What follows belongs to an exercise in optimizing a design on an open flow for small area and a short achievable clock period; a production flow would make more cautious choices. No run shown here included a check of the RTL's function; only the layout flow was run. Power is estimated from default activity; no workload was simulated.

==> flow/design.v, too long to show whole: its modules and the start of the top module <==
// module array_multiplier: 1221 lines
// module mult_fa: 10 lines
// module mult_xor: 7 lines
// module mult_xnor: 7 lines
// module mult_or: 7 lines
module array_multiplier (
	input  logic                     clk,
	input  logic                     reset,
	input  logic                     in_valid,
	input  mult_sizes_pkg::operand_t x,
	input  mult_sizes_pkg::operand_t y,
	output logic                     product_valid,
	output mult_sizes_pkg::product_t product
);
  // ...
==> flow/flow/run.sh <==
#!/bin/bash
# Layout flow: the standard ORFS flow (standard.sh, unchanged synthesis),
# with smaller port buffers and a clock tree built from clkbuf_8 without
# dummy loads. Each tool's output goes to a log file in this folder.
set -euo pipefail
export BUFFER_PORTS_ARGS="-buffer_cell sky130_fd_sc_hd__buf_1"
export CTS_ARGS="-sink_clustering_enable -repair_clock_nets -buf_list sky130_fd_sc_hd__clkbuf_8 -dont_use_dummy_load"
bash standard.sh finish > flow_make.log 2>&1
==> flow/standard.sh <==
#!/bin/bash
# synth_recipe.tcl (not shown) runs the flow's synth.tcl, then flattens the netlist and writes it again
# the make line also repeats each setting of config.mk as NAME=value (left out here)
make -C /OpenROAD-flow-scripts/flow DESIGN_CONFIG=/design/flow/config.mk WORK_HOME=/design/flow/orfs CLKGATE_MAP_FILE= SYNTH_SCRIPT=/design/flow/synth_recipe.tcl "${@:-finish}"
==> flow/config.mk <==
export PLATFORM = sky130hd
export DESIGN_NAME = array_multiplier
export DESIGN_NICKNAME = array_multiplier
export VERILOG_FILES = /design/flow/design.v
export SDC_FILE = /design/flow/constraint.sdc
export NUM_CORES = 4
export LEC_CHECK = 0
export CAP_MARGIN = 20
export CORE_MARGIN = 2
export CORE_UTILIZATION = 40
export SETUP_SLACK_MARGIN = 3.3
export SLEW_MARGIN = 20
export SYNTH_HIERARCHICAL = 1
==> flow/constraint.sdc <==
create_clock -name core_clock -period 6.0 [get_ports {clk}]
set_input_delay 1.2000 -clock core_clock [delete_from_list [all_inputs] [get_ports {clk}]]
set_output_delay 1.2000 -clock core_clock [all_outputs]
set_load 0.01 [all_outputs]
==> flow_summary_export.csv, run 1 <==
group,metric,value,unit
layout,clkbuf_count,17,
clock_tree,htreeDepth,4,
power_and_ir_drop,power_switching,2.50,mW
power_and_ir_drop,switching_share,0.402,
synthesis,async_reset_ff_frac,0,
power_and_ir_drop,powerDensity,537,nW/um^2
grt,grt_usage,0.179,
timing,rsz0062_at_grt,"yes",
synthesis,synth_compound_area_frac,0.0374,
synthesis,syn_nets,1078,
layout,area_growth,20.5,%
power_and_ir_drop,p_seq,1.72,mW
routing,route.detailed.drc,0,
worst_setup_path,path_class,"register to register",
worst_setup_path,setup.worst_path.start,"r885",
place,io_buffer_count,67,
clock_tree,cts-resized-gates,87,
layout,seq_cells,160,
power_and_ir_drop,p_clk_frac,0.094,
worst_setup_path,crit_path_start_kind,"register",
power_and_ir_drop,top_power_group,"combinational logic",
worst_setup_path,crit_cells,7,
synthesis,synth_area,9610,um^2
outcome,status,"timing/DRC/antenna clean",
timing,setup_tns,0,ns
synthesis,synth-main-ff-cell,"dfxtp_1",
grt,use_met3,0.0563,
min_path,holdPathEnd,"product[7]",
layout,bufAreaShareNonClock,0.0929,
routing,drtIter0Drc,439,
synthesis,synth_area_leaders,"fa_1 (41%), dfxtp_1 (33%), nand2_1 (10%)",
layout,drive_gt1_frac,0.239,
flow_run,maxCapViolCount,0,
synthesis,synth_simple_gate_area_frac,0.124,
worst_setup_path,worst_ep_required_time,6.30,ns
timing,finalHoldViolations,0,
layout,regArea,3330,um^2
==> run 2, diff against run 1 <==
==> flow/design.v (replaced) <==
`default_nettype none
package mult_sizes_pkg;
	localparam int OPERAND_WIDTH = 16;
	localparam int PRODUCT_WIDTH = 2 * OPERAND_WIDTH;
	localparam int ROW_COUNT = OPERAND_WIDTH - 1;
	typedef logic [OPERAND_WIDTH-1:0] operand_t;
	typedef logic [PRODUCT_WIDTH-1:0] product_t;
endpackage
`default_nettype wire
`default_nettype none
package adder_cell_pkg;
	function automatic logic [1:0] half_add(
		input logic a,
		input logic b
	);
		logic s;
		logic c;
		s = a ^ b;
		c = a & b;
		half_add = {c, s};
	endfunction
	function automatic logic [1:0] full_add(
		input logic a,
		input logic b,
		input logic cin
	);
		logic s;
		logic c;
		s = a ^ b ^ cin;
		c = (a & b) | (cin & (a ^ b));  
		full_add = {c, s};
	endfunction
endpackage
`default_nettype wire
`default_nettype none
module array_multiplier (
	input  logic                     clk,
	input  logic                     reset,
	input  logic                     in_valid,
	input  mult_sizes_pkg::operand_t x,
	input  mult_sizes_pkg::operand_t y,
	output logic                     product_valid,
	output mult_sizes_pkg::product_t product
);
	logic r866;
	logic r867;
	logic r868;
	logic r869;
	logic r870;
	logic r871;
	logic r872;
	logic r873;
	logic r874;
	logic r875;
	logic r876;
	logic r877;
	logic r878;
	logic r879;
	logic r880;
	logic r881;
	logic r882;
	logic r883;
	logic r884;
	logic r885;
	logic r886;
	logic r887;
	logic r888;
	logic r889;
	logic r890;
	logic r891;
	logic r892;
	logic r893;
	logic r894;
	logic r895;
	logic r896;
	logic r897;
	logic r898;
	logic r899;
	logic r900;
	logic r901;
	logic r902;
	logic r903;
	logic r904;
	logic r905;
	logic r906;
	logic r907;
	logic r908;
	logic r909;
	logic r910;
	logic r911;
	logic r912;
	logic r913;
	logic r914;
	logic r915;
	logic r916;
	logic r917;
	logic r918;
	logic r919;
	logic r920;
	logic r921;
	logic r922;
	logic r923;
	logic r924;
	logic r925;
	logic r926;
	logic r927;
	logic r928;
	logic r929;
	logic r930;
	logic r931;
	logic r932;
	logic r933;
	logic r934;
	logic r935;
	logic r936;
	logic r937;
	logic r938;
	logic r939;
	logic r940;
	logic r941;
	logic r942;
	logic r943;
	logic r944;
	logic r945;
	logic r946;
	logic r947;
	logic r948;
	logic r949;
	logic r950;
	logic r951;
	logic r952;
	logic r953;
	logic r954;
	logic r955;
	logic r956;
	logic r957;
	logic r958;
	logic r959;
	logic r960;
	logic r961;
	logic r962;
	logic r963;
	logic r964;
	logic r965;
	logic r966;
	logic r967;
	logic r968;
	logic r969;
	logic r970;
	logic r971;
	logic r972;
	logic r973;
	logic r974;
	logic r975;
	logic r976;
	logic r977;
	logic r978;
	logic r979;
	logic r980;
	logic r981;
	logic r982;
	logic r983;
	logic r984;
	logic r985;
	logic r986;
	logic r987;
	logic r988;
	logic r989;
	logic r990;
	logic r991;
	logic r992;
	logic r993;
	logic r994;
	logic r995;
	logic r996;
	logic r997;
	logic r998;
	logic r999;
	logic r1000;
	logic r1001;
	logic r1002;
	logic r1003;
	logic r1004;
	logic r1005;
	logic r1006;
	logic r1007;
	logic r1008;
	logic r1009;
	logic r1010;
	logic r1011;
	logic r1012;
	logic r1013;
	logic r1014;
	logic r1015;
	logic r1016;
	logic r1017;
	logic r1018;
	logic r1019;
	logic r1020;
	logic r1021;
	logic r1022;
	logic r1023;
	logic r1024;
	logic r1025;
	logic r1026;
	logic r1027;
	logic r1028;
	logic r1029;
	logic r1030;
	logic r1031;
	logic r1032;
	logic r1033;
	logic r1034;
	logic r1035;
	logic r1037;
	logic r1038;
	logic r1040;
	logic r1041;
	logic r1043;
	logic r1044;
	logic r1046;
	logic r1047;
	logic r1049;
	logic r1051;
	logic r1053;
	logic r1055;
	logic r1057;
	logic r1059;
	wire pp1 = ~(r866 & r867);
	wire pp2 = ~(r868 & r867);
	wire pp3 = ~(r869 & r867);
	wire pp4 = ~(r870 & r867);
	wire pp5 = ~(r871 & r867);
	wire pp6 = ~(r872 & r867);
	wire pp7 = ~(r873 & r867);
	wire pp8 = ~(r874 & r867);
	wire pp9 = ~(r875 & r867);
	wire pp10 = ~(r876 & r867);
	wire pp11 = ~(r877 & r867);
	wire pp12 = ~(r878 & r867);
	wire pp13 = ~(r879 & r867);
	wire pp14 = ~(r880 & r867);
	wire pp15 = ~(r881 & r867);
	wire pp16 = ~(r882 & r867);
	wire pp17 = ~(r866 & r883);
	wire pp18 = ~(r868 & r883);
	wire pp19 = ~(r869 & r883);
	wire pp20 = ~(r870 & r883);
	wire pp21 = ~(r871 & r883);
	wire pp22 = ~(r872 & r883);
	wire pp23 = ~(r873 & r883);
	wire pp24 = ~(r874 & r883);
	wire pp25 = ~(r875 & r883);
	wire pp26 = ~(r876 & r883);
	wire pp27 = ~(r877 & r883);
	wire pp28 = ~(r878 & r883);
	wire pp29 = ~(r879 & r883);
	wire pp30 = ~(r880 & r883);
	wire pp31 = ~(r881 & r883);
	wire pp32 = ~(r882 & r883);
	wire pp33 = ~(r866 & r884);
	wire pp34 = ~(r868 & r884);
	wire pp35 = ~(r869 & r884);
	wire pp36 = ~(r870 & r884);
	wire pp37 = ~(r871 & r884);
	wire pp38 = ~(r872 & r884);
	wire pp39 = ~(r873 & r884);
	wire pp40 = ~(r874 & r884);
	wire pp41 = ~(r875 & r884);
	wire pp42 = ~(r876 & r884);
	wire pp43 = ~(r877 & r884);
	wire pp44 = ~(r878 & r884);
	wire pp45 = ~(r879 & r884);
	wire pp46 = ~(r880 & r884);
	wire pp47 = ~(r881 & r884);
	wire pp48 = ~(r882 & r884);
	wire pp49 = ~(r866 & r885);
	wire pp50 = ~(r868 & r885);
	wire pp51 = ~(r869 & r885);
	wire pp52 = ~(r870 & r885);
	wire pp53 = ~(r871 & r885);
	wire pp54 = ~(r872 & r885);
	wire pp55 = ~(r873 & r885);
	wire pp56 = ~(r874 & r885);
	wire pp57 = ~(r875 & r885);
	wire pp58 = ~(r876 & r885);
	wire pp59 = ~(r877 & r885);
	wire pp60 = ~(r878 & r885);
	wire pp61 = ~(r879 & r885);
	wire pp62 = ~(r880 & r885);
	wire pp63 = ~(r881 & r885);
	wire pp64 = ~(r882 & r885);
	wire pp65 = ~(r866 & r886);
	wire pp66 = ~(r868 & r886);
	wire pp67 = ~(r869 & r886);
	wire pp68 = ~(r870 & r886);
	wire pp69 = ~(r871 & r886);
	wire pp70 = ~(r872 & r886);
	wire pp71 = ~(r873 & r886);
	wire pp72 = ~(r874 & r886);
	wire pp73 = ~(r875 & r886);
	wire pp74 = ~(r876 & r886);
	wire pp75 = ~(r877 & r886);
	wire pp76 = ~(r878 & r886);
	wire pp77 = ~(r879 & r886);
	wire pp78 = ~(r880 & r886);
	wire pp79 = ~(r881 & r886);
	wire pp80 = ~(r882 & r886);
	wire pp81 = ~(r866 & r887);
	wire pp82 = ~(r868 & r887);
	wire pp83 = ~(r869 & r887);
	wire pp84 = ~(r870 & r887);
	wire pp85 = ~(r871 & r887);
	wire pp86 = ~(r872 & r887);
	wire pp87 = ~(r873 & r887);
	wire pp88 = ~(r874 & r887);
	wire pp89 = ~(r875 & r887);
	wire pp90 = ~(r876 & r887);
	wire pp91 = ~(r877 & r887);
	wire pp92 = ~(r878 & r887);
	wire pp93 = ~(r879 & r887);
	wire pp94 = ~(r880 & r887);
	wire pp95 = ~(r881 & r887);
	wire pp96 = ~(r882 & r887);
	wire pp97 = ~(r866 & r888);
	wire pp98 = ~(r868 & r888);
	wire pp99 = ~(r869 & r888);
	wire pp100 = ~(r870 & r888);
	wire pp101 = ~(r871 & r888);
	wire pp102 = ~(r872 & r888);
	wire pp103 = ~(r873 & r888);
	wire pp104 = ~(r874 & r888);
	wire pp105 = ~(r875 & r888);
	wire pp106 = ~(r876 & r888);
	wire pp107 = ~(r877 & r888);
	wire pp108 = ~(r878 & r888);
	wire pp109 = ~(r879 & r888);
	wire pp110 = ~(r880 & r888);
	wire pp111 = ~(r881 & r888);
	wire pp112 = ~(r882 & r888);
	wire pp113 = ~(r866 & r889);
	wire pp114 = ~(r868 & r889);
	wire pp115 = ~(r869 & r889);
	wire pp116 = ~(r870 & r889);
	wire pp117 = ~(r871 & r889);
	wire pp118 = ~(r872 & r889);
	wire pp119 = ~(r873 & r889);
	wire pp120 = ~(r874 & r889);
	wire pp121 = ~(r875 & r889);
	wire pp122 = ~(r876 & r889);
	wire pp123 = ~(r877 & r889);
	wire pp124 = ~(r878 & r889);
	wire pp125 = ~(r879 & r889);
	wire pp126 = ~(r880 & r889);
	wire pp127 = ~(r881 & r889);
	wire pp128 = ~(r882 & r889);
	wire pp129 = ~(r866 & r890);
	wire pp130 = ~(r868 & r890);
	wire pp131 = ~(r869 & r890);
	wire pp132 = ~(r870 & r890);
	wire pp133 = ~(r871 & r890);
	wire pp134 = ~(r872 & r890);
	wire pp135 = ~(r873 & r890);
	wire pp136 = ~(r874 & r890);
	wire pp137 = ~(r875 & r890);
	wire pp138 = ~(r876 & r890);
	wire pp139 = ~(r877 & r890);
	wire pp140 = ~(r878 & r890);
	wire pp141 = ~(r879 & r890);
	wire pp142 = ~(r880 & r890);
	wire pp143 = ~(r881 & r890);
	wire pp144 = ~(r882 & r890);
	wire pp145 = ~(r866 & r891);
	wire pp146 = ~(r868 & r891);
	wire pp147 = ~(r869 & r891);
	wire pp148 = ~(r870 & r891);
	wire pp149 = ~(r871 & r891);
	wire pp150 = ~(r872 & r891);
	wire pp151 = ~(r873 & r891);
	wire pp152 = ~(r874 & r891);
	wire pp153 = ~(r875 & r891);
	wire pp154 = ~(r876 & r891);
	wire pp155 = ~(r877 & r891);
	wire pp156 = ~(r878 & r891);
	wire pp157 = ~(r879 & r891);
	wire pp158 = ~(r880 & r891);
	wire pp159 = ~(r881 & r891);
	wire pp160 = ~(r882 & r891);
	wire pp161 = ~(r866 & r892);
	wire pp162 = ~(r868 & r892);
	wire pp163 = ~(r869 & r892);
	wire pp164 = ~(r870 & r892);
	wire pp165 = ~(r871 & r892);
	wire pp166 = ~(r872 & r892);
	wire pp167 = ~(r873 & r892);
	wire pp168 = ~(r874 & r892);
	wire pp169 = ~(r875 & r892);
	wire pp170 = ~(r876 & r892);
	wire pp171 = ~(r877 & r892);
	wire pp172 = ~(r878 & r892);
	wire pp173 = ~(r879 & r892);
	wire pp174 = ~(r880 & r892);
	wire pp175 = ~(r881 & r892);
	wire pp176 = ~(r882 & r892);
	wire pp177 = ~(r866 & r893);
	wire pp178 = ~(r868 & r893);
	wire pp179 = ~(r869 & r893);
	wire pp180 = ~(r870 & r893);
	wire pp181 = ~(r871 & r893);
	wire pp182 = ~(r872 & r893);
	wire pp183 = ~(r873 & r893);
	wire pp184 = ~(r874 & r893);
	wire pp185 = ~(r875 & r893);
	wire pp186 = ~(r876 & r893);
	wire pp187 = ~(r877 & r893);
	wire pp188 = ~(r878 & r893);
	wire pp189 = ~(r879 & r893);
	wire pp190 = ~(r880 & r893);
	wire pp191 = ~(r881 & r893);
	wire pp192 = ~(r882 & r893);
	wire pp193 = ~(r866 & r894);
	wire pp194 = ~(r868 & r894);
	wire pp195 = ~(r869 & r894);
	wire pp196 = ~(r870 & r894);
	wire pp197 = ~(r871 & r894);
	wire pp198 = ~(r872 & r894);
	wire pp199 = ~(r873 & r894);
	wire pp200 = ~(r874 & r894);
	wire pp201 = ~(r875 & r894);
	wire pp202 = ~(r876 & r894);
	wire pp203 = ~(r877 & r894);
	wire pp204 = ~(r878 & r894);
	wire pp205 = ~(r879 & r894);
	wire pp206 = ~(r880 & r894);
	wire pp207 = ~(r881 & r894);
	wire pp208 = ~(r882 & r894);
	wire pp209 = ~(r866 & r895);
	wire pp210 = ~(r868 & r895);
	wire pp211 = ~(r869 & r895);
	wire pp212 = ~(r870 & r895);
	wire pp213 = ~(r871 & r895);
	wire pp214 = ~(r872 & r895);
	wire pp215 = ~(r873 & r895);
	wire pp216 = ~(r874 & r895);
	wire pp217 = ~(r875 & r895);
	wire pp218 = ~(r876 & r895);
	wire pp219 = ~(r877 & r895);
	wire pp220 = ~(r878 & r895);
	wire pp221 = ~(r879 & r895);
	wire pp222 = ~(r880 & r895);
	wire pp223 = ~(r881 & r895);
	wire pp224 = ~(r882 & r895);
	wire pp225 = ~(r866 & r896);
	wire pp226 = ~(r868 & r896);
	wire pp227 = ~(r869 & r896);
	wire pp228 = ~(r870 & r896);
	wire pp229 = ~(r871 & r896);
	wire pp230 = ~(r872 & r896);
	wire pp231 = ~(r873 & r896);
	wire pp232 = ~(r874 & r896);
	wire pp233 = ~(r875 & r896);
	wire pp234 = ~(r876 & r896);
	wire pp235 = ~(r877 & r896);
	wire pp236 = ~(r878 & r896);
	wire pp237 = ~(r879 & r896);
	wire pp238 = ~(r880 & r896);
	wire pp239 = ~(r881 & r896);
	wire pp240 = ~(r882 & r896);
	wire pp241 = ~(r866 & r897);
	wire pp242 = ~(r868 & r897);
	wire pp243 = ~(r869 & r897);
	wire pp244 = ~(r870 & r897);
	wire pp245 = ~(r871 & r897);
	wire pp246 = ~(r872 & r897);
	wire pp247 = ~(r873 & r897);
	wire pp248 = ~(r874 & r897);
	wire pp249 = ~(r875 & r897);
	wire pp250 = ~(r876 & r897);
	wire pp251 = ~(r877 & r897);
	wire pp252 = ~(r878 & r897);
	wire pp253 = ~(r879 & r897);
	wire pp254 = ~(r880 & r897);
	wire pp255 = ~(r881 & r897);
	wire pp256 = ~(r882 & r897);
	wire s257, c258;
	mult_xnor u_s257 (.a(pp3), .b(pp18), .y(s257));
	mult_or u_c258 (.a(pp3), .b(pp18), .y(c258));
	wire s259, c260;
	mult_fa u_s259 (.a(pp4), .b(pp19), .c(pp34), .s(s259), .co(c260));
	wire s261, c262;
	mult_xnor u_s261 (.a(pp49), .b(c258), .y(s261));
	mult_or u_c262 (.a(pp49), .b(c258), .y(c262));
	wire s263, c264;
	mult_fa u_s263 (.a(pp5), .b(pp20), .c(pp35), .s(s263), .co(c264));
	wire s265, c266;
	mult_fa u_s265 (.a(pp50), .b(pp65), .c(c260), .s(s265), .co(c266));
	wire s267, c268;
	mult_xnor u_s267 (.a(c262), .b(s263), .y(s267));
	mult_or u_c268 (.a(c262), .b(s263), .y(c268));
	wire s269, c270;
	mult_fa u_s269 (.a(pp6), .b(pp21), .c(pp36), .s(s269), .co(c270));
	wire s271, c272;
	mult_fa u_s271 (.a(pp51), .b(pp66), .c(pp81), .s(s271), .co(c272));
	wire s273, c274;
	mult_fa u_s273 (.a(c264), .b(s269), .c(s271), .s(s273), .co(c274));
	wire s275, c276;
	mult_xnor u_s275 (.a(c268), .b(c266), .y(s275));
	mult_or u_c276 (.a(c268), .b(c266), .y(c276));
	wire s277, c278;
	mult_fa u_s277 (.a(pp7), .b(pp22), .c(pp37), .s(s277), .co(c278));
	wire s279, c280;
	mult_fa u_s279 (.a(pp52), .b(pp67), .c(pp82), .s(s279), .co(c280));
	wire s281, c282;
	mult_fa u_s281 (.a(pp97), .b(c270), .c(c272), .s(s281), .co(c282));
	wire s283, c284;
	mult_fa u_s283 (.a(s277), .b(s279), .c(c274), .s(s283), .co(c284));
	wire s285, c286;
	mult_xnor u_s285 (.a(s281), .b(c276), .y(s285));
	mult_or u_c286 (.a(s281), .b(c276), .y(c286));
	wire s287, c288;
	mult_fa u_s287 (.a(pp8), .b(pp23), .c(pp38), .s(s287), .co(c288));
	wire s289, c290;
	mult_fa u_s289 (.a(pp53), .b(pp68), .c(pp83), .s(s289), .co(c290));
	wire s291, c292;
	mult_fa u_s291 (.a(pp98), .b(pp113), .c(c278), .s(s291), .co(c292));
	wire s293, c294;
	mult_fa u_s293 (.a(c280), .b(s287), .c(s289), .s(s293), .co(c294));
	wire s295, c296;
	mult_fa u_s295 (.a(c282), .b(s291), .c(s293), .s(s295), .co(c296));
	wire s297, c298;
	mult_xnor u_s297 (.a(c286), .b(c284), .y(s297));
	mult_or u_c298 (.a(c286), .b(c284), .y(c298));
	wire s299, c300;
	mult_fa u_s299 (.a(pp9), .b(pp24), .c(pp39), .s(s299), .co(c300));
	wire s301, c302;
	mult_fa u_s301 (.a(pp54), .b(pp69), .c(pp84), .s(s301), .co(c302));
	wire s303, c304;
	mult_fa u_s303 (.a(pp99), .b(pp114), .c(pp129), .s(s303), .co(c304));
	wire s305, c306;
	mult_fa u_s305 (.a(c288), .b(c290), .c(s299), .s(s305), .co(c306));
	wire s307, c308;
	mult_fa u_s307 (.a(s301), .b(s303), .c(c292), .s(s307), .co(c308));
	wire s309, c310;
	mult_fa u_s309 (.a(r898), .b(r899), .c(r900), .s(s309), .co(c310));
	wire s311, c312;
	mult_xnor u_s311 (.a(r901), .b(r902), .y(s311));
	mult_or u_c312 (.a(r901), .b(r902), .y(c312));
	wire s313, c314;
	mult_fa u_s313 (.a(pp10), .b(pp25), .c(pp40), .s(s313), .co(c314));
	wire s315, c316;
	mult_fa u_s315 (.a(pp55), .b(pp70), .c(pp85), .s(s315), .co(c316));
	wire s317, c318;
	mult_fa u_s317 (.a(pp100), .b(pp115), .c(pp130), .s(s317), .co(c318));
	wire s319, c320;
	mult_fa u_s319 (.a(pp145), .b(c300), .c(c302), .s(s319), .co(c320));
	wire s321, c322;
	mult_fa u_s321 (.a(c304), .b(s313), .c(s315), .s(s321), .co(c322));
	wire s323, c324;
	mult_fa u_s323 (.a(s317), .b(c306), .c(s319), .s(s323), .co(c324));
	wire s325, c326;
	mult_fa u_s325 (.a(r903), .b(r904), .c(r905), .s(s325), .co(c326));
	wire s327, c328;
	mult_xnor u_s327 (.a(c310), .b(c312), .y(s327));
	mult_or u_c328 (.a(c310), .b(c312), .y(c328));
	wire s329, c330;
	mult_fa u_s329 (.a(pp11), .b(pp26), .c(pp41), .s(s329), .co(c330));
	wire s331, c332;
	mult_fa u_s331 (.a(pp56), .b(pp71), .c(pp86), .s(s331), .co(c332));
	wire s333, c334;
	mult_fa u_s333 (.a(pp101), .b(pp116), .c(pp131), .s(s333), .co(c334));
	wire s335, c336;
	mult_fa u_s335 (.a(pp146), .b(pp161), .c(c314), .s(s335), .co(c336));
	wire s337, c338;
	mult_fa u_s337 (.a(c316), .b(c318), .c(s329), .s(s337), .co(c338));
	wire s339, c340;
	mult_fa u_s339 (.a(s331), .b(s333), .c(c320), .s(s339), .co(c340));
	wire s341, c342;
	mult_fa u_s341 (.a(c322), .b(s335), .c(s337), .s(s341), .co(c342));
	wire s343, c344;
	mult_fa u_s343 (.a(r906), .b(r907), .c(r908), .s(s343), .co(c344));
	wire s345, c346;
	mult_xnor u_s345 (.a(c326), .b(c328), .y(s345));
	mult_or u_c346 (.a(c326), .b(c328), .y(c346));
	wire s347, c348;
	mult_fa u_s347 (.a(pp12), .b(pp27), .c(pp42), .s(s347), .co(c348));
	wire s349, c350;
	mult_fa u_s349 (.a(pp57), .b(pp72), .c(pp87), .s(s349), .co(c350));
	wire s351, c352;
	mult_fa u_s351 (.a(pp102), .b(pp117), .c(pp132), .s(s351), .co(c352));
	wire s353, c354;
	mult_fa u_s353 (.a(pp147), .b(pp162), .c(pp177), .s(s353), .co(c354));
	wire s355, c356;
	mult_fa u_s355 (.a(c330), .b(c332), .c(c334), .s(s355), .co(c356));
	wire s357, c358;
	mult_fa u_s357 (.a(s347), .b(s349), .c(s351), .s(s357), .co(c358));
	wire s359, c360;
	mult_fa u_s359 (.a(s353), .b(c336), .c(c338), .s(s359), .co(c360));
	wire s361, c362;
	mult_fa u_s361 (.a(r909), .b(r910), .c(r911), .s(s361), .co(c362));
	wire s363, c364;
	mult_fa u_s363 (.a(r912), .b(r913), .c(s361), .s(s363), .co(c364));
	wire s365, c366;
	mult_xnor u_s365 (.a(c344), .b(c346), .y(s365));
	mult_or u_c366 (.a(c344), .b(c346), .y(c366));
	wire s367, c368;
	mult_fa u_s367 (.a(pp13), .b(pp28), .c(pp43), .s(s367), .co(c368));
	wire s369, c370;
	mult_fa u_s369 (.a(pp58), .b(pp73), .c(pp88), .s(s369), .co(c370));
	wire s371, c372;
	mult_fa u_s371 (.a(pp103), .b(pp118), .c(pp133), .s(s371), .co(c372));
	wire s373, c374;
	mult_fa u_s373 (.a(pp148), .b(pp163), .c(pp178), .s(s373), .co(c374));
	wire s375, c376;
	mult_fa u_s375 (.a(pp193), .b(c348), .c(c350), .s(s375), .co(c376));
	wire s377, c378;
	mult_fa u_s377 (.a(c352), .b(c354), .c(s367), .s(s377), .co(c378));
	wire s379, c380;
	mult_fa u_s379 (.a(s369), .b(s371), .c(s373), .s(s379), .co(c380));
	wire s381, c382;
	mult_fa u_s381 (.a(c356), .b(c358), .c(s375), .s(s381), .co(c382));
	wire s383, c384;
	mult_fa u_s383 (.a(r914), .b(r915), .c(r916), .s(s383), .co(c384));
	wire s385, c386;
	mult_fa u_s385 (.a(r917), .b(c362), .c(s383), .s(s385), .co(c386));
	wire s387, c388;
	mult_xnor u_s387 (.a(c364), .b(s385), .y(s387));
	mult_or u_c388 (.a(c364), .b(s385), .y(c388));
	wire s389, c390;
	mult_fa u_s389 (.a(pp14), .b(pp29), .c(pp44), .s(s389), .co(c390));
	wire s391, c392;
	mult_fa u_s391 (.a(pp59), .b(pp74), .c(pp89), .s(s391), .co(c392));
	wire s393, c394;
	mult_fa u_s393 (.a(pp104), .b(pp119), .c(pp134), .s(s393), .co(c394));
	wire s395, c396;
	mult_fa u_s395 (.a(pp149), .b(pp164), .c(pp179), .s(s395), .co(c396));
	wire s397, c398;
	mult_fa u_s397 (.a(pp194), .b(pp209), .c(c368), .s(s397), .co(c398));
	wire s399, c400;
	mult_fa u_s399 (.a(c370), .b(c372), .c(c374), .s(s399), .co(c400));
	wire s401, c402;
	mult_fa u_s401 (.a(s389), .b(s391), .c(s393), .s(s401), .co(c402));
	wire s403, c404;
	mult_fa u_s403 (.a(s395), .b(c376), .c(c378), .s(s403), .co(c404));
	wire s405, c406;
	mult_fa u_s405 (.a(c380), .b(s397), .c(s399), .s(s405), .co(c406));
	wire s407, c408;
	mult_fa u_s407 (.a(r918), .b(r919), .c(r920), .s(s407), .co(c408));
	wire s409, c410;
	mult_fa u_s409 (.a(r921), .b(c384), .c(s407), .s(s409), .co(c410));
	wire s411, c412;
	mult_xnor u_s411 (.a(c386), .b(s409), .y(s411));
	mult_or u_c412 (.a(c386), .b(s409), .y(c412));
	wire s413, c414;
	mult_fa u_s413 (.a(pp15), .b(pp30), .c(pp45), .s(s413), .co(c414));
	wire s415, c416;
	mult_fa u_s415 (.a(pp60), .b(pp75), .c(pp90), .s(s415), .co(c416));
	wire s417, c418;
	mult_fa u_s417 (.a(pp105), .b(pp120), .c(pp135), .s(s417), .co(c418));
	wire s419, c420;
	mult_fa u_s419 (.a(pp150), .b(pp165), .c(pp180), .s(s419), .co(c420));
	wire s421, c422;
	mult_fa u_s421 (.a(pp195), .b(pp210), .c(pp225), .s(s421), .co(c422));
	wire s423, c424;
	mult_fa u_s423 (.a(c390), .b(c392), .c(c394), .s(s423), .co(c424));
	wire s425, c426;
	mult_fa u_s425 (.a(c396), .b(s413), .c(s415), .s(s425), .co(c426));
	wire s427, c428;
	mult_fa u_s427 (.a(s417), .b(s419), .c(s421), .s(s427), .co(c428));
	wire s429, c430;
	mult_fa u_s429 (.a(c398), .b(c400), .c(c402), .s(s429), .co(c430));
	wire s431, c432;
	mult_fa u_s431 (.a(s423), .b(s425), .c(s427), .s(s431), .co(c432));
	wire s433, c434;
	mult_fa u_s433 (.a(r922), .b(r923), .c(r924), .s(s433), .co(c434));
	wire s435, c436;
	mult_fa u_s435 (.a(r925), .b(c408), .c(s433), .s(s435), .co(c436));
	wire s437, c438;
	mult_xnor u_s437 (.a(c410), .b(s435), .y(s437));
	mult_or u_c438 (.a(c410), .b(s435), .y(c438));
	wire s439, c440;
	mult_fa u_s439 (.a(pp16), .b(pp31), .c(pp46), .s(s439), .co(c440));
	wire s441, c442;
	mult_fa u_s441 (.a(pp61), .b(pp76), .c(pp91), .s(s441), .co(c442));
	wire s443, c444;
	mult_fa u_s443 (.a(pp106), .b(pp121), .c(pp136), .s(s443), .co(c444));
	wire s445, c446;
	mult_fa u_s445 (.a(pp151), .b(pp166), .c(pp181), .s(s445), .co(c446));
	wire s447, c448;
	mult_fa u_s447 (.a(pp196), .b(pp211), .c(pp226), .s(s447), .co(c448));
	wire s449, c450;
	mult_fa u_s449 (.a(pp241), .b(c414), .c(c416), .s(s449), .co(c450));
	wire s451, c452;
	mult_fa u_s451 (.a(c418), .b(c420), .c(c422), .s(s451), .co(c452));
	wire s453, c454;
	mult_fa u_s453 (.a(s439), .b(s441), .c(s443), .s(s453), .co(c454));
	wire s455, c456;
	mult_fa u_s455 (.a(s445), .b(s447), .c(c424), .s(s455), .co(c456));
	wire s457, c458;
	mult_fa u_s457 (.a(c426), .b(c428), .c(s449), .s(s457), .co(c458));
	wire s459, c460;
	mult_fa u_s459 (.a(r926), .b(r927), .c(r928), .s(s459), .co(c460));
	wire s461, c462;
	mult_fa u_s461 (.a(r929), .b(r930), .c(r931), .s(s461), .co(c462));
	wire s463, c464;
	mult_fa u_s463 (.a(c434), .b(s459), .c(s461), .s(s463), .co(c464));
	wire s465, c466;
	mult_xnor u_s465 (.a(c436), .b(s463), .y(s465));
	mult_or u_c466 (.a(c436), .b(s463), .y(c466));
	wire s467, c468;
	mult_fa u_s467 (.a(pp32), .b(pp47), .c(pp62), .s(s467), .co(c468));
	wire s469, c470;
	mult_fa u_s469 (.a(pp77), .b(pp92), .c(pp107), .s(s469), .co(c470));
	wire s471, c472;
	mult_fa u_s471 (.a(pp122), .b(pp137), .c(pp152), .s(s471), .co(c472));
	wire s473, c474;
	mult_fa u_s473 (.a(pp167), .b(pp182), .c(pp197), .s(s473), .co(c474));
	wire s475, c476;
	mult_fa u_s475 (.a(pp212), .b(pp227), .c(pp242), .s(s475), .co(c476));
	wire s477, c478;
	mult_fa u_s477 (.a(c440), .b(c442), .c(c444), .s(s477), .co(c478));
	wire s479, c480;
	mult_fa u_s479 (.a(c446), .b(c448), .c(s467), .s(s479), .co(c480));
	wire s481, c482;
	mult_fa u_s481 (.a(s469), .b(s471), .c(s473), .s(s481), .co(c482));
	wire s483, c484;
	mult_fa u_s483 (.a(s475), .b(c450), .c(c452), .s(s483), .co(c484));
	wire s485, c486;
	mult_fa u_s485 (.a(c454), .b(s477), .c(s479), .s(s485), .co(c486));
	wire s487, c488;
	mult_fa u_s487 (.a(r932), .b(r933), .c(r934), .s(s487), .co(c488));
	wire s489, c490;
	mult_fa u_s489 (.a(r935), .b(r936), .c(c460), .s(s489), .co(c490));
	wire s491, c492;
	mult_fa u_s491 (.a(c462), .b(s487), .c(s489), .s(s491), .co(c492));
	wire s493, c494;
	mult_xnor u_s493 (.a(c464), .b(c466), .y(s493));
	mult_or u_c494 (.a(c464), .b(c466), .y(c494));
	wire s495, c496;
	mult_fa u_s495 (.a(pp48), .b(pp63), .c(pp78), .s(s495), .co(c496));
	wire s497, c498;
	mult_fa u_s497 (.a(pp93), .b(pp108), .c(pp123), .s(s497), .co(c498));
	wire s499, c500;
	mult_fa u_s499 (.a(pp138), .b(pp153), .c(pp168), .s(s499), .co(c500));
	wire s501, c502;
	mult_fa u_s501 (.a(pp183), .b(pp198), .c(pp213), .s(s501), .co(c502));
	wire s503, c504;
	mult_fa u_s503 (.a(pp228), .b(pp243), .c(c468), .s(s503), .co(c504));
	wire s505, c506;
	mult_fa u_s505 (.a(c470), .b(c472), .c(c474), .s(s505), .co(c506));
	wire s507, c508;
	mult_fa u_s507 (.a(c476), .b(s495), .c(s497), .s(s507), .co(c508));
	wire s509, c510;
	mult_fa u_s509 (.a(s499), .b(s501), .c(c478), .s(s509), .co(c510));
	wire s511, c512;
	mult_fa u_s511 (.a(c480), .b(c482), .c(s503), .s(s511), .co(c512));
	wire s513, c514;
	mult_fa u_s513 (.a(r937), .b(r938), .c(r939), .s(s513), .co(c514));
	wire s515, c516;
	mult_fa u_s515 (.a(r940), .b(r941), .c(r942), .s(s515), .co(c516));
	wire s517, c518;
	mult_fa u_s517 (.a(c488), .b(s513), .c(s515), .s(s517), .co(c518));
	wire s519, c520;
	mult_fa u_s519 (.a(c490), .b(s517), .c(c492), .s(s519), .co(c520));
	wire s521, c522;
	mult_fa u_s521 (.a(pp64), .b(pp79), .c(pp94), .s(s521), .co(c522));
	wire s523, c524;
	mult_fa u_s523 (.a(pp109), .b(pp124), .c(pp139), .s(s523), .co(c524));
	wire s525, c526;
	mult_fa u_s525 (.a(pp154), .b(pp169), .c(pp184), .s(s525), .co(c526));
	wire s527, c528;
	mult_fa u_s527 (.a(pp199), .b(pp214), .c(pp229), .s(s527), .co(c528));
	wire s529, c530;
	mult_fa u_s529 (.a(pp244), .b(c496), .c(c498), .s(s529), .co(c530));
	wire s531, c532;
	mult_fa u_s531 (.a(c500), .b(c502), .c(s521), .s(s531), .co(c532));
	wire s533, c534;
	mult_fa u_s533 (.a(s523), .b(s525), .c(s527), .s(s533), .co(c534));
	wire s535, c536;
	mult_fa u_s535 (.a(c504), .b(c506), .c(c508), .s(s535), .co(c536));
	wire s537, c538;
	mult_fa u_s537 (.a(s529), .b(s531), .c(s533), .s(s537), .co(c538));
	wire s539, c540;
	mult_fa u_s539 (.a(r943), .b(r944), .c(r945), .s(s539), .co(c540));
	wire s541, c542;
	mult_fa u_s541 (.a(r946), .b(c514), .c(c516), .s(s541), .co(c542));
	wire s543, c544;
	mult_fa u_s543 (.a(s539), .b(c518), .c(s541), .s(s543), .co(c544));
	wire s545, c546;
	mult_fa u_s545 (.a(pp80), .b(pp95), .c(pp110), .s(s545), .co(c546));
	wire s547, c548;
	mult_fa u_s547 (.a(pp125), .b(pp140), .c(pp155), .s(s547), .co(c548));
	wire s549, c550;
	mult_fa u_s549 (.a(pp170), .b(pp185), .c(pp200), .s(s549), .co(c550));
	wire s551, c552;
	mult_fa u_s551 (.a(pp215), .b(pp230), .c(pp245), .s(s551), .co(c552));
	wire s553, c554;
	mult_fa u_s553 (.a(c522), .b(c524), .c(c526), .s(s553), .co(c554));
	wire s555, c556;
	mult_fa u_s555 (.a(c528), .b(s545), .c(s547), .s(s555), .co(c556));
	wire s557, c558;
	mult_fa u_s557 (.a(s549), .b(s551), .c(c530), .s(s557), .co(c558));
	wire s559, c560;
	mult_fa u_s559 (.a(c532), .b(c534), .c(s553), .s(s559), .co(c560));
	wire s561, c562;
	mult_fa u_s561 (.a(r947), .b(r948), .c(r949), .s(s561), .co(c562));
	wire s563, c564;
	mult_fa u_s563 (.a(r950), .b(r951), .c(c540), .s(s563), .co(c564));
	wire s565, c566;
	mult_fa u_s565 (.a(s561), .b(c542), .c(s563), .s(s565), .co(c566));
	wire s567, c568;
	mult_fa u_s567 (.a(pp96), .b(pp111), .c(pp126), .s(s567), .co(c568));
	wire s569, c570;
	mult_fa u_s569 (.a(pp141), .b(pp156), .c(pp171), .s(s569), .co(c570));
	wire s571, c572;
	mult_fa u_s571 (.a(pp186), .b(pp201), .c(pp216), .s(s571), .co(c572));
	wire s573, c574;
	mult_fa u_s573 (.a(pp231), .b(pp246), .c(c546), .s(s573), .co(c574));
	wire s575, c576;
	mult_fa u_s575 (.a(c548), .b(c550), .c(c552), .s(s575), .co(c576));
	wire s577, c578;
	mult_fa u_s577 (.a(s567), .b(s569), .c(s571), .s(s577), .co(c578));
	wire s579, c580;
	mult_fa u_s579 (.a(c554), .b(c556), .c(s573), .s(s579), .co(c580));
	wire s581, c582;
	mult_fa u_s581 (.a(r952), .b(r953), .c(r954), .s(s581), .co(c582));
	wire s583, c584;
	mult_fa u_s583 (.a(r955), .b(r956), .c(c562), .s(s583), .co(c584));
	wire s585, c586;
	mult_fa u_s585 (.a(s581), .b(c564), .c(s583), .s(s585), .co(c586));
	wire s587, c588;
	mult_fa u_s587 (.a(pp112), .b(pp127), .c(pp142), .s(s587), .co(c588));
	wire s589, c590;
	mult_fa u_s589 (.a(pp157), .b(pp172), .c(pp187), .s(s589), .co(c590));
	wire s591, c592;
	mult_fa u_s591 (.a(pp202), .b(pp217), .c(pp232), .s(s591), .co(c592));
	wire s593, c594;
	mult_fa u_s593 (.a(pp247), .b(c568), .c(c570), .s(s593), .co(c594));
	wire s595, c596;
	mult_fa u_s595 (.a(c572), .b(s587), .c(s589), .s(s595), .co(c596));
	wire s597, c598;
	mult_fa u_s597 (.a(s591), .b(c574), .c(c576), .s(s597), .co(c598));
	wire s599, c600;
	mult_fa u_s599 (.a(c578), .b(s593), .c(s595), .s(s599), .co(c600));
	wire s601, c602;
	mult_fa u_s601 (.a(r957), .b(r958), .c(r959), .s(s601), .co(c602));
	wire s603, c604;
	mult_fa u_s603 (.a(c582), .b(s601), .c(c584), .s(s603), .co(c604));
	wire s605, c606;
	mult_fa u_s605 (.a(pp128), .b(pp143), .c(pp158), .s(s605), .co(c606));
	wire s607, c608;
	mult_fa u_s607 (.a(pp173), .b(pp188), .c(pp203), .s(s607), .co(c608));
	wire s609, c610;
	mult_fa u_s609 (.a(pp218), .b(pp233), .c(pp248), .s(s609), .co(c610));
	wire s611, c612;
	mult_fa u_s611 (.a(c588), .b(c590), .c(c592), .s(s611), .co(c612));
	wire s613, c614;
	mult_fa u_s613 (.a(s605), .b(s607), .c(s609), .s(s613), .co(c614));
	wire s615, c616;
	mult_fa u_s615 (.a(c594), .b(c596), .c(s611), .s(s615), .co(c616));
	wire s617, c618;
	mult_fa u_s617 (.a(r960), .b(r961), .c(r962), .s(s617), .co(c618));
	wire s619, c620;
	mult_fa u_s619 (.a(r963), .b(c602), .c(s617), .s(s619), .co(c620));
	wire s621, c622;
	mult_fa u_s621 (.a(pp144), .b(pp159), .c(pp174), .s(s621), .co(c622));
	wire s623, c624;
	mult_fa u_s623 (.a(pp189), .b(pp204), .c(pp219), .s(s623), .co(c624));
	wire s625, c626;
	mult_fa u_s625 (.a(pp234), .b(pp249), .c(c606), .s(s625), .co(c626));
	wire s627, c628;
	mult_fa u_s627 (.a(c608), .b(c610), .c(s621), .s(s627), .co(c628));
	wire s629, c630;
	mult_fa u_s629 (.a(s623), .b(c612), .c(c614), .s(s629), .co(c630));
	wire s631, c632;
	mult_fa u_s631 (.a(r964), .b(r965), .c(r966), .s(s631), .co(c632));
	wire s633, c634;
	mult_fa u_s633 (.a(r967), .b(c618), .c(s631), .s(s633), .co(c634));
	wire s635, c636;
	mult_fa u_s635 (.a(pp160), .b(pp175), .c(pp190), .s(s635), .co(c636));
	wire s637, c638;
	mult_fa u_s637 (.a(pp205), .b(pp220), .c(pp235), .s(s637), .co(c638));
	wire s639, c640;
	mult_fa u_s639 (.a(pp250), .b(c622), .c(c624), .s(s639), .co(c640));
	wire s641, c642;
	mult_fa u_s641 (.a(s635), .b(s637), .c(c626), .s(s641), .co(c642));
	wire s643, c644;
	mult_fa u_s643 (.a(r968), .b(r969), .c(r970), .s(s643), .co(c644));
	wire s645, c646;
	mult_fa u_s645 (.a(r971), .b(c632), .c(s643), .s(s645), .co(c646));
	wire s647, c648;
	mult_fa u_s647 (.a(pp176), .b(pp191), .c(pp206), .s(s647), .co(c648));
	wire s649, c650;
	mult_fa u_s649 (.a(pp221), .b(pp236), .c(pp251), .s(s649), .co(c650));
	wire s651, c652;
	mult_fa u_s651 (.a(c636), .b(c638), .c(s647), .s(s651), .co(c652));
	wire s653, c654;
	mult_fa u_s653 (.a(s649), .b(c640), .c(s651), .s(s653), .co(c654));
	wire s655, c656;
	mult_fa u_s655 (.a(r972), .b(r973), .c(c644), .s(s655), .co(c656));
	wire s657, c658;
	mult_fa u_s657 (.a(pp192), .b(pp207), .c(pp222), .s(s657), .co(c658));
	wire s659, c660;
	mult_fa u_s659 (.a(pp237), .b(pp252), .c(c648), .s(s659), .co(c660));
	wire s661, c662;
	mult_fa u_s661 (.a(c650), .b(s657), .c(c652), .s(s661), .co(c662));
	wire s663, c664;
	mult_fa u_s663 (.a(r974), .b(r975), .c(r976), .s(s663), .co(c664));
	wire s665, c666;
	mult_fa u_s665 (.a(pp208), .b(pp223), .c(pp238), .s(s665), .co(c666));
	wire s667, c668;
	mult_fa u_s667 (.a(pp253), .b(c658), .c(s665), .s(s667), .co(c668));
	wire s669, c670;
	mult_fa u_s669 (.a(r977), .b(r978), .c(r979), .s(s669), .co(c670));
	wire s671, c672;
	mult_fa u_s671 (.a(pp224), .b(pp239), .c(pp254), .s(s671), .co(c672));
	wire s673, c674;
	mult_fa u_s673 (.a(c666), .b(s671), .c(c668), .s(s673), .co(c674));
	wire s675, c676;
	mult_fa u_s675 (.a(pp240), .b(pp255), .c(c672), .s(s675), .co(c676));
	wire t677 = ~pp1;
	wire g678 = pp2 & pp17;
	wire p679 = pp2 ^ pp17;
	wire g680 = pp33 & s257;
	wire p681 = pp33 ^ s257;
	wire g682 = s261 & s259;
	wire p683 = s261 ^ s259;
	wire g684 = s267 & s265;
	wire p685 = s267 ^ s265;
	wire g686 = s273 & s275;
	wire p687 = s273 ^ s275;
	wire g688 = s285 & s283;
	wire p689 = s285 ^ s283;
	wire g690 = r980 & r981;
	wire p691 = r980 ^ r981;
	wire g692 = s311 & s309;
	wire p693 = s311 ^ s309;
	wire g694 = s325 & s327;
	wire p695 = s325 ^ s327;
	wire g696 = s343 & s345;
	wire p697 = s343 ^ s345;
	wire g698 = s363 & s365;
	wire p699 = s363 ^ s365;
	wire g700 = c366 & s387;
	wire p701 = c366 ^ s387;
	wire g702 = c388 & s411;
	wire p703 = c388 ^ s411;
	wire g704 = c412 & s437;
	wire p705 = c412 ^ s437;
	wire g706 = c438 & s465;
	wire p707 = c438 ^ s465;
	wire g708 = s491 & s493;
	wire p709 = s491 ^ s493;
	wire g710 = r982 & r983;
	wire p711 = r982 ^ r983;
	wire g712 = r984 & r985;
	wire p713 = r984 ^ r985;
	wire g714 = c544 & s565;
	wire p715 = c544 ^ s565;
	wire g716 = c566 & s585;
	wire p717 = c566 ^ s585;
	wire g718 = c586 & s603;
	wire p719 = c586 ^ s603;
	wire g720 = s619 & c604;
	wire p721 = s619 ^ c604;
	wire g722 = c620 & s633;
	wire p723 = c620 ^ s633;
	wire g724 = c634 & s645;
	wire p725 = c634 ^ s645;
	wire g726 = c646 & s655;
	wire p727 = c646 ^ s655;
	wire g728 = s663 & c656;
	wire p729 = s663 ^ c656;
	wire g730 = c664 & s669;
	wire p731 = c664 ^ s669;
	wire g732 = r986 & c670;
	wire p733 = r986 ^ c670;
	wire g734 = s675 & c674;
	wire p735 = s675 ^ c674;
	wire g736 = pp256 & c676;
	wire p737 = pp256 ^ c676;
	wire q738 = pp1 | t677;
	wire q739 = g678 | (p679 & q738);
	wire q740 = g680 | (p681 & q739);
	wire q741 = g682 | (p683 & q740);
	wire q742 = g684 | (p685 & q741);
	wire q743 = g686 | (p687 & q742);
	wire q744 = r987 | (r988 & r989);
	wire q745 = g690 | (p691 & q744);
	wire q746 = g692 | (p693 & q745);
	wire q747 = g694 | (p695 & q746);
	wire q748 = g696 | (p697 & q747);
	wire q749 = g698 | (p699 & q748);
	wire a750 = p699 & p697;
	wire q751 = g702 | (p703 & g700);
	wire a752 = r990 & r991;
	wire q753 = g706 | (p707 & g704);
	wire a754 = r992 & r993;
	wire q755 = g710 | (p711 & r994);
	wire a756 = p711 & r995;
	wire q757 = r996 | (r997 & g712);
	wire a758 = r997 & p713;
	wire q759 = r998 | (r999 & r1000);
	wire a760 = r999 & r1001;
	wire q761 = r1002 | (r1003 & r1004);
	wire a762 = r1003 & r1005;
	wire q763 = r1006 | (r1007 & r1008);
	wire a764 = r1007 & r1009;
	wire q765 = g730 | (p731 & g728);
	wire a766 = r1010 & r1011;
	wire q767 = r1012 | (r1013 & g732);
	wire a768 = r1014 & r1015;
	wire q769 = g700 | (p701 & q749);
	wire a770 = p701 & a750;
	wire q771 = r1016 | (a752 & r1017);
	wire a772 = a752 & r1018;
	wire q773 = r994 | (r995 & r1019);
	wire a774 = r995 & a754;
	wire q775 = q755 | (a756 & r1019);
	wire a776 = a756 & a754;
	wire q777 = r1000 | (r1001 & q757);
	wire a778 = r1001 & a758;
	wire q779 = q759 | (a760 & q757);
	wire a780 = a760 & a758;
	wire q781 = r1008 | (r1009 & q761);
	wire a782 = r1009 & a762;
	wire q783 = q763 | (a764 & q761);
	wire a784 = a764 & a762;
	wire q785 = r1020 | (r1015 & r1021);
	wire a786 = r1015 & a766;
	wire q787 = r1022 | (a768 & r1021);
	wire a788 = a768 & a766;
	wire q789 = r1023 | (r993 & q771);
	wire a790 = r993 & a772;
	wire q791 = r1019 | (a754 & q771);
	wire a792 = a754 & a772;
	wire q793 = q773 | (a774 & q771);
	wire a794 = a774 & a772;
	wire q795 = q775 | (a776 & q771);
	wire a796 = a776 & a772;
	wire q797 = r1004 | (r1005 & q779);
	wire a798 = r1005 & a780;
	wire q799 = q761 | (a762 & q779);
	wire a800 = a762 & a780;
	wire q801 = q781 | (a782 & q779);
	wire a802 = a782 & a780;
	wire q803 = q783 | (a784 & q779);
	wire a804 = a784 & a780;
	wire q805 = r1025 | (r1027 & q787);
	wire a806 = r1027 & a788;
	wire q807 = g712 | (p713 & q795);
	wire a808 = p713 & a796;
	wire q809 = q757 | (a758 & q795);
	wire a810 = a758 & a796;
	wire q811 = q777 | (a778 & q795);
	wire a812 = a778 & a796;
	wire q813 = q779 | (a780 & q795);
	wire a814 = a780 & a796;
	wire q815 = q797 | (a798 & q795);
	wire a816 = a798 & a796;
	wire q817 = q799 | (a800 & q795);
	wire a818 = a800 & a796;
	wire q819 = q801 | (a802 & q795);
	wire a820 = a802 & a796;
	wire q821 = q803 | (a804 & q795);
	wire a822 = a804 & a796;
	wire q823 = r1028 | (r1011 & q821);
	wire a824 = r1011 & a822;
	wire q825 = r1021 | (a766 & q821);
	wire a826 = a766 & a822;
	wire q827 = q785 | (a786 & q821);
	wire a828 = a786 & a822;
	wire q829 = q787 | (a788 & q821);
	wire a830 = a788 & a822;
	wire q831 = q805 | (a806 & q821);
	wire a832 = a806 & a822;
	wire t833 = ~r1031;
	assign product[0] = ~t833;
	wire x835;
	mult_xnor u_x835 (.a(p679), .b(q738), .y(x835));
	wire x836;
	mult_xnor u_x836 (.a(p681), .b(q739), .y(x836));
	wire x837;
	mult_xnor u_x837 (.a(p683), .b(q740), .y(x837));
	wire x838;
	mult_xnor u_x838 (.a(p685), .b(q741), .y(x838));
	wire x839;
	mult_xnor u_x839 (.a(p687), .b(q742), .y(x839));
	wire x840;
	mult_xnor u_x840 (.a(r988), .b(r989), .y(x840));
	wire x841;
	mult_xnor u_x841 (.a(p691), .b(q744), .y(x841));
	wire x842;
	mult_xnor u_x842 (.a(p693), .b(q745), .y(x842));
	wire x843;
	mult_xnor u_x843 (.a(p695), .b(q746), .y(x843));
	wire x844;
	mult_xnor u_x844 (.a(p697), .b(q747), .y(x844));
	wire x845;
	mult_xnor u_x845 (.a(p699), .b(q748), .y(x845));
	wire x846;
	mult_xnor u_x846 (.a(r991), .b(r1017), .y(x846));
	wire x847;
	mult_xnor u_x847 (.a(r990), .b(r1032), .y(x847));
	wire x848;
	mult_xnor u_x848 (.a(r993), .b(q771), .y(x848));
	wire x849;
	mult_xnor u_x849 (.a(r992), .b(q789), .y(x849));
	wire x850;
	mult_xnor u_x850 (.a(r995), .b(q791), .y(x850));
	wire x851;
	mult_xnor u_x851 (.a(p711), .b(q793), .y(x851));
	wire x852;
	mult_xnor u_x852 (.a(p713), .b(q795), .y(x852));
	wire x853;
	mult_xnor u_x853 (.a(r997), .b(q807), .y(x853));
	wire x854;
	mult_xnor u_x854 (.a(r1001), .b(q809), .y(x854));
	wire x855;
	mult_xnor u_x855 (.a(r999), .b(q811), .y(x855));
	wire x856;
	mult_xnor u_x856 (.a(r1005), .b(q813), .y(x856));
	wire x857;
	mult_xnor u_x857 (.a(r1003), .b(q815), .y(x857));
	wire x858;
	mult_xnor u_x858 (.a(r1009), .b(q817), .y(x858));
	wire x859;
	mult_xnor u_x859 (.a(r1007), .b(q819), .y(x859));
	wire x860;
	mult_xnor u_x860 (.a(r1011), .b(q821), .y(x860));
	wire x861;
	mult_xnor u_x861 (.a(r1010), .b(q823), .y(x861));
	wire x862;
	mult_xnor u_x862 (.a(r1015), .b(q825), .y(x862));
	wire x863;
	mult_xnor u_x863 (.a(r1014), .b(q827), .y(x863));
	wire x864;
	mult_xnor u_x864 (.a(r1027), .b(q829), .y(x864));
	assign product[31] = ~r1033;
	always_ff @(posedge clk) begin
		r866 <= x[0];
		r867 <= y[0];
		r868 <= x[1];
		r869 <= x[2];
		r870 <= x[3];
		r871 <= x[4];
		r872 <= x[5];
		r873 <= x[6];
		r874 <= x[7];
		r875 <= x[8];
		r876 <= x[9];
		r877 <= x[10];
		r878 <= x[11];
		r879 <= x[12];
		r880 <= x[13];
		r881 <= x[14];
		r882 <= x[15];
		r883 <= y[1];
		r884 <= y[2];
		r885 <= y[3];
		r886 <= y[4];
		r887 <= y[5];
		r888 <= y[6];
		r889 <= y[7];
		r890 <= y[8];
		r891 <= y[9];
		r892 <= y[10];
		r893 <= y[11];
		r894 <= y[12];
		r895 <= y[13];
		r896 <= y[14];
		r897 <= y[15];
		r898 <= c294;
		r899 <= s305;
		r900 <= s307;
		r901 <= c296;
		r902 <= c298;
		r903 <= s321;
		r904 <= c308;
		r905 <= s323;
		r906 <= c324;
		r907 <= s339;
		r908 <= s341;
		r909 <= s355;
		r910 <= s357;
		r911 <= c340;
		r912 <= c342;
		r913 <= s359;
		r914 <= s377;
		r915 <= s379;
		r916 <= c360;
		r917 <= s381;
		r918 <= s401;
		r919 <= c382;
		r920 <= s403;
		r921 <= s405;
		r922 <= c404;
		r923 <= c406;
		r924 <= s429;
		r925 <= s431;
		r926 <= s451;
		r927 <= s453;
		r928 <= c430;
		r929 <= s455;
		r930 <= c432;
		r931 <= s457;
		r932 <= s481;
		r933 <= c456;
		r934 <= c458;
		r935 <= s483;
		r936 <= s485;
		r937 <= s505;
		r938 <= s507;
		r939 <= c484;
		r940 <= s509;
		r941 <= c486;
		r942 <= s511;
		r943 <= c510;
		r944 <= c512;
		r945 <= s535;
		r946 <= s537;
		r947 <= s555;
		r948 <= c536;
		r949 <= s557;
		r950 <= c538;
		r951 <= s559;
		r952 <= s575;
		r953 <= s577;
		r954 <= c558;
		r955 <= c560;
		r956 <= s579;
		r957 <= c580;
		r958 <= s597;
		r959 <= s599;
		r960 <= s613;
		r961 <= c598;
		r962 <= c600;
		r963 <= s615;
		r964 <= s625;
		r965 <= s627;
		r966 <= c616;
		r967 <= s629;
		r968 <= c628;
		r969 <= s639;
		r970 <= c630;
		r971 <= s641;
		r972 <= c642;
		r973 <= s653;
		r974 <= s659;
		r975 <= c654;
		r976 <= s661;
		r977 <= c660;
		r978 <= s667;
		r979 <= c662;
		r980 <= s295;
		r981 <= s297;
		r982 <= c494;
		r983 <= s519;
		r984 <= s543;
		r985 <= c520;
		r986 <= s673;
		r987 <= g688;
		r988 <= p689;
		r989 <= q743;
		r990 <= p703;
		r991 <= p701;
		r992 <= p707;
		r993 <= p705;
		r994 <= g708;
		r995 <= p709;
		r996 <= g714;
		r997 <= p715;
		r998 <= g718;
		r999 <= p719;
		r1000 <= g716;
		r1001 <= p717;
		r1002 <= g722;
		r1003 <= p723;
		r1004 <= g720;
		r1005 <= p721;
		r1006 <= g726;
		r1007 <= p727;
		r1008 <= g724;
		r1009 <= p725;
		r1010 <= p731;
		r1011 <= p729;
		r1012 <= g734;
		r1013 <= p735;
		r1014 <= r1013;
		r1015 <= p733;
		r1016 <= q751;
		r1017 <= q749;
		r1018 <= a750;
		r1019 <= q753;
		r1020 <= g732;
		r1021 <= q765;
		r1022 <= q767;
		r1023 <= g704;
		r1024 <= g736;
		r1025 <= r1024;
		r1026 <= p737;
		r1027 <= r1026;
		r1028 <= g728;
		r1029 <= t677;
		r1030 <= r1029;
		r1031 <= r1030;
		r1032 <= q769;
		r1033 <= q831;
		r1034 <= x835;
		r1035 <= r1034;
		product[1] <= r1035;
		r1037 <= x836;
		r1038 <= r1037;
		product[2] <= r1038;
		r1040 <= x837;
		r1041 <= r1040;
		product[3] <= r1041;
		r1043 <= x838;
		r1044 <= r1043;
		product[4] <= r1044;
		r1046 <= x839;
		r1047 <= r1046;
		product[5] <= r1047;
		r1049 <= x840;
		product[6] <= r1049;
		r1051 <= x841;
		product[7] <= r1051;
		r1053 <= x842;
		product[8] <= r1053;
		r1055 <= x843;
		product[9] <= r1055;
		r1057 <= x844;
		product[10] <= r1057;
		r1059 <= x845;
		product[11] <= r1059;
		product[12] <= x846;
		product[13] <= x847;
		product[14] <= x848;
		product[15] <= x849;
		product[16] <= x850;
		product[17] <= x851;
		product[18] <= x852;
		product[19] <= x853;
		product[20] <= x854;
		product[21] <= x855;
		product[22] <= x856;
		product[23] <= x857;
		product[24] <= x858;
		product[25] <= x859;
		product[26] <= x860;
		product[27] <= x861;
		product[28] <= x862;
		product[29] <= x863;
		product[30] <= x864;
	end
	logic v1;
	logic v2;
	logic v3;
	always_ff @(posedge clk) begin
		if (reset) begin
			v1 <= 1'b0;
			v2 <= 1'b0;
			v3 <= 1'b0;
			product_valid <= 1'b0;
		end else begin
			v1 <= in_valid;
			v2 <= v1;
			v3 <= v2;
			product_valid <= v3;
		end
	end
endmodule
module mult_fa (
	input  logic a,
	input  logic b,
	input  logic c,
	output logic s,
	output logic co
);
	assign s  = a ^ b ^ c;
	assign co = (a & b) | (c & (a ^ b));
endmodule
module mult_xor (
	input  logic a,
	input  logic b,
	output logic y
);
	assign y = a ^ b;
endmodule
module mult_xnor (
	input  logic a,
	input  logic b,
	output logic y
);
	assign y = ~(a ^ b);
endmodule
module mult_or (
	input  logic a,
	input  logic b,
	output logic y
);
	assign y = a | b;
endmodule
`default_nettype wire
==> flow/config.mk (replaced) <==
export PLATFORM = sky130hd
export DESIGN_NAME = array_multiplier
export DESIGN_NICKNAME = array_multiplier
export VERILOG_FILES = /design/flow/design.v
export SDC_FILE = /design/flow/constraint.sdc
export NUM_CORES = 4
export LEC_CHECK = 0
export CAP_MARGIN = 20
export CORE_MARGIN = 2
export CORE_UTILIZATION = 40
export SETUP_SLACK_MARGIN = 3.7
export SLEW_MARGIN = 20
export SYNTH_HIERARCHICAL = 1
==> flow_summary_export.csv, run 2 <==
group,metric,value,unit
synthesis,yosysUniqueCellTypes,34,
grt,grt_pass1_wl,35.5,mm
die,rows,60,
grt,use_met3,0.0461,
worst_setup_path,cp-end-kind,"register",
layout,postLayoutCoreUtil,0.460,
power_and_ir_drop,powerDensity,453,nW/um^2
layout,largest_reg_flops,30,
grt,antenna_found_initial,0,
layout,antennaDiodeCount,0,
grt,grt_max_degree,17,
worst_setup_path,cp_cell_sequence,"buf_4, nand2_1, fa_1, fa_1, fa_1",
clock_tree,numCtsBuffers,38,
synthesis,synth_top_area_cell,"dfxtp_1",
routing,route.detailed.drc,0,
die,die_height,168,um
worst_setup_path,cp_slowest_stage_delay,0.50,ns
power_and_ir_drop,peakVddDrop,0.236,mV
clock_tree,cts.reportedPaths.clkPinSlew,0.06,ns
worst_setup_path,setup.worst_path.start,"r888",
synthesis,async_reset_ff_frac,0,
synthesis,synth_area_leaders,"dfxtp_1 (40%), fa_1 (36%), nand2_1 (8.9%)",
layout,fillCellCount,2471,
clock_tree,clock_path_buffers,3,
grt,grt.busiest_layer,"met2",
worst_setup_path,critPathArrivalTime,2.67,ns
worst_setup_path,crit_path_start_kind,"register",
synthesis,synth-main-ff-cell,"dfxtp_1",
synthesis,syn_inst,888,
timing,timing.final.crit_share,0.386,
clock_tree,cts_tree,"yes",
synthesis,synth-edff-count,0,
layout,finalInstanceArea,12300,um^2
synthesis,avgSynthCellArea,12.2,um^2
clock_tree,cts.sinks,217,
timing,fmax,431,MHz
min_path,hp-start,"r1059",
timing,max_slew_margin,0.620,
synthesis,yosysWarnings,7,
layout,regMostFlops,"product",
synthesis,synth_seq_cells,217,
layout,drive_gt1_frac,0.137,
timing,slew_violations,0,
routing,ant_nets,0,
grt,grtUsageMet1,0.215,
routing,drtIter0Drc,341,
timing,finalHoldViolations,0,
layout,layout_common_cells,"nand2_1 (255), fa_1 (192), dfxtp_1 (185)",
power_and_ir_drop,finalPower,5.56,mW
outcome,status,"timing/DRC/antenna clean",
layout,area_growth,13.7,%
timing,worst_slew_pin_slew,0.568,ns
place,placedInstanceArea,11200,um^2
worst_setup_path,worst_ep_required_time,6.35,ns
synthesis,ys_seq_area_frac,0.402,
power_and_ir_drop,p_leak,4.64,nW
grt,overflow,0,
layout,layout_commonest_cell,"nand2_1",
grt,grt_usage,0.162,
synthesis,synth_most_common_cell,"nand2_1",
timing,period_needed,2.32,ns
layout,layout.cells.non_filler,1315,
layout,nets,1236,
clock_tree,cts_root_buf,"clkbuf_8",
grt,grtUsageMet2,0.257,
routing,wl,22.0,mm
min_path,hp-class,"register to register",
grt,grt_pass1_vias,6788,
routing,dr.pass1.iters,5,
worst_setup_path,crit_fanout,9,
clock_tree,htreeDepth,2,
die,num_io_pins,68,
routing,viasPerCell,4.91,
die,core,26700,um^2
place,dp_cells,1235,
routing,vias,6463,
flow_run,maxCapViolCount,0,
synthesis,synth_common_cells,"nand2_1 (255), dfxtp_1 (217), fa_1 (195), clkbuf_1 (52), xnor2_1 (45)",
clock_tree,clkLatencyLatePin,0.51,ns
place,hpwl,15.7,mm
timing,finalSetupViolCount,0,
timing,rsz0062_at_grt,"yes",
worst_setup_path,cpMostUsedCell,"fa_1",
place,gp_congestion,0.871,
worst_setup_path,r2r-start,"r888",
die,die_x,168,um
synthesis,synth_area,10800,um^2
synthesis,syn_nets,1148,
timing,skew,0.0601,ns
die,dieArea,28300,um^2
die,initial_core_util,0.404,
worst_setup_path,path_class,"register to register",
worst_setup_path,slowest_stage,"fa_1",
routing,wl_per_cell,16.7,um
place,io_buffer_count,67,
timing,setup_tns,0,ns
synthesis,yosysTopAreaCellShare,0.402,
## run 2: changes by cell type after synthesis, moves of 3 or more
cell and delta:
dfxtp_1 +57, buf_1 +8, clkbuf_1 +8, a31o_2 +5
a31o_1 -3, inv_1 +3, or2_2 -3
## run 2: worst max-delay path, delay by kind of cell, from the launching register on
kind	cells	cell delay, ns
adder cells (fa/ha/maj)	3	1.41
AND/OR/NAND/NOR	1	0.08
flip-flops	1	0.43
buffers and inverters	1	0.22
## run 2: per-module statistics from Yosys, one instance, submodules excluded
module	cells inside	copies in the design
array_multiplier	633	1
mult_xnor	1	45
mult_fa	1	195
mult_or	1	15
## run 2: cell families (layout without fill, tap and decap cells)
logic type,count (synthesis),count (layout),synth area share
fa+ha+maj,225,225,0.396
flops,217,217,0.402
xor+xnor,45,45,0.0365
other cells,1,1,0.000347
compound gates,47,47,0.0350
simple gates,287,287,0.106
buf+inv,66,152,0.0233
## run 2: path summary, 6_finish.rpt
path / endpoint / slack [ns] / cells past startpoint
worst min register to register: product[11] / 0.32 / 0
worst max-delay path: r942 / 3.68 / 5
worst max register to register: r942 / 3.68 / 5
worst min-delay path: product[11] / 0.32 / 0
## run 2: through the flow
step | hold WS, ns | setup slack, ns
finish | 0.321 | 3.68
global route | 0.328 | 3.63
CTS | 0.322 | 3.61
detailed placement | 0.312 | 3.27
global placement | 0.310 | 3.27
floorplan | 0.310 | 3.65
## run 2: area by class of cell
class | count | area, um^2 | area share
Tap cell | 341 | 427 | 0.0347
Timing Repair Buffer | 109 | 597 | 0.0486
Inverter | 5 | 18.8 | 0.00153
Sequential cell | 217 | 4460 | 0.363
Clock buffer | 38 | 523 | 0.0426
Multi-Input combinational cell | 605 | 6250 | 0.509
## run 2: routing by layer
layer	wire length, um	vias up
li1	-	2887
met1	9530	3256
met2	10000	289
met3	2040	31
met4	374	0
met5	0	-
## run 2: power by group
| part | internal (mW) | leakage (nW) | switching (mW) |
|---|---|---|---|
| logic | 1.17 | 2.53 | 1.07 |
| registers | 1.99 | 1.84 | 0.284 |
| clock network | 0.556 | 0.273 | 0.492 |
## run 2: what timing repair did
| item | in CTS | in global routing |
|---|---|---|
| setup endpoints to repair | 74 | 24 |
| buffers inserted | 3 | 39 |
| pin swaps | 1 | 5 |
| hold buffers | 0 | 0 |
| gates resized for setup | 59 | 12 |

static timing again, ports no longer ideal:
In the flow no input, the clock included, has a driving cell. The finished layouts below were timed again as built, in two steps. Step 1, drivers: a clkbuf_16 drives clk and a buf_2 each remaining input, both assumed. Step 2 adds t to the input delays and takes it off the output delays; t is the mean of the earliest and latest rising clock arrival at the registers after step 1. Input paths then give back, and output paths get back, about the clock's delay inside the block. a / b / c = ideal ports / drivers / drivers and shift; a / b = the first two.
run | t, ns | setup WS [ns] | clock arrival spread, ns | worst data-port slew with drivers (ns)
run 1 | 0.472 | 3.204 / 3.204 / 3.204 | 0.042 / 0.041 | 0.04
run 2 | 0.528 | 3.682 / 3.682 / 3.682 | 0.064 / 0.064 | 0.04
After both steps setup and hold are still met in every run listed.
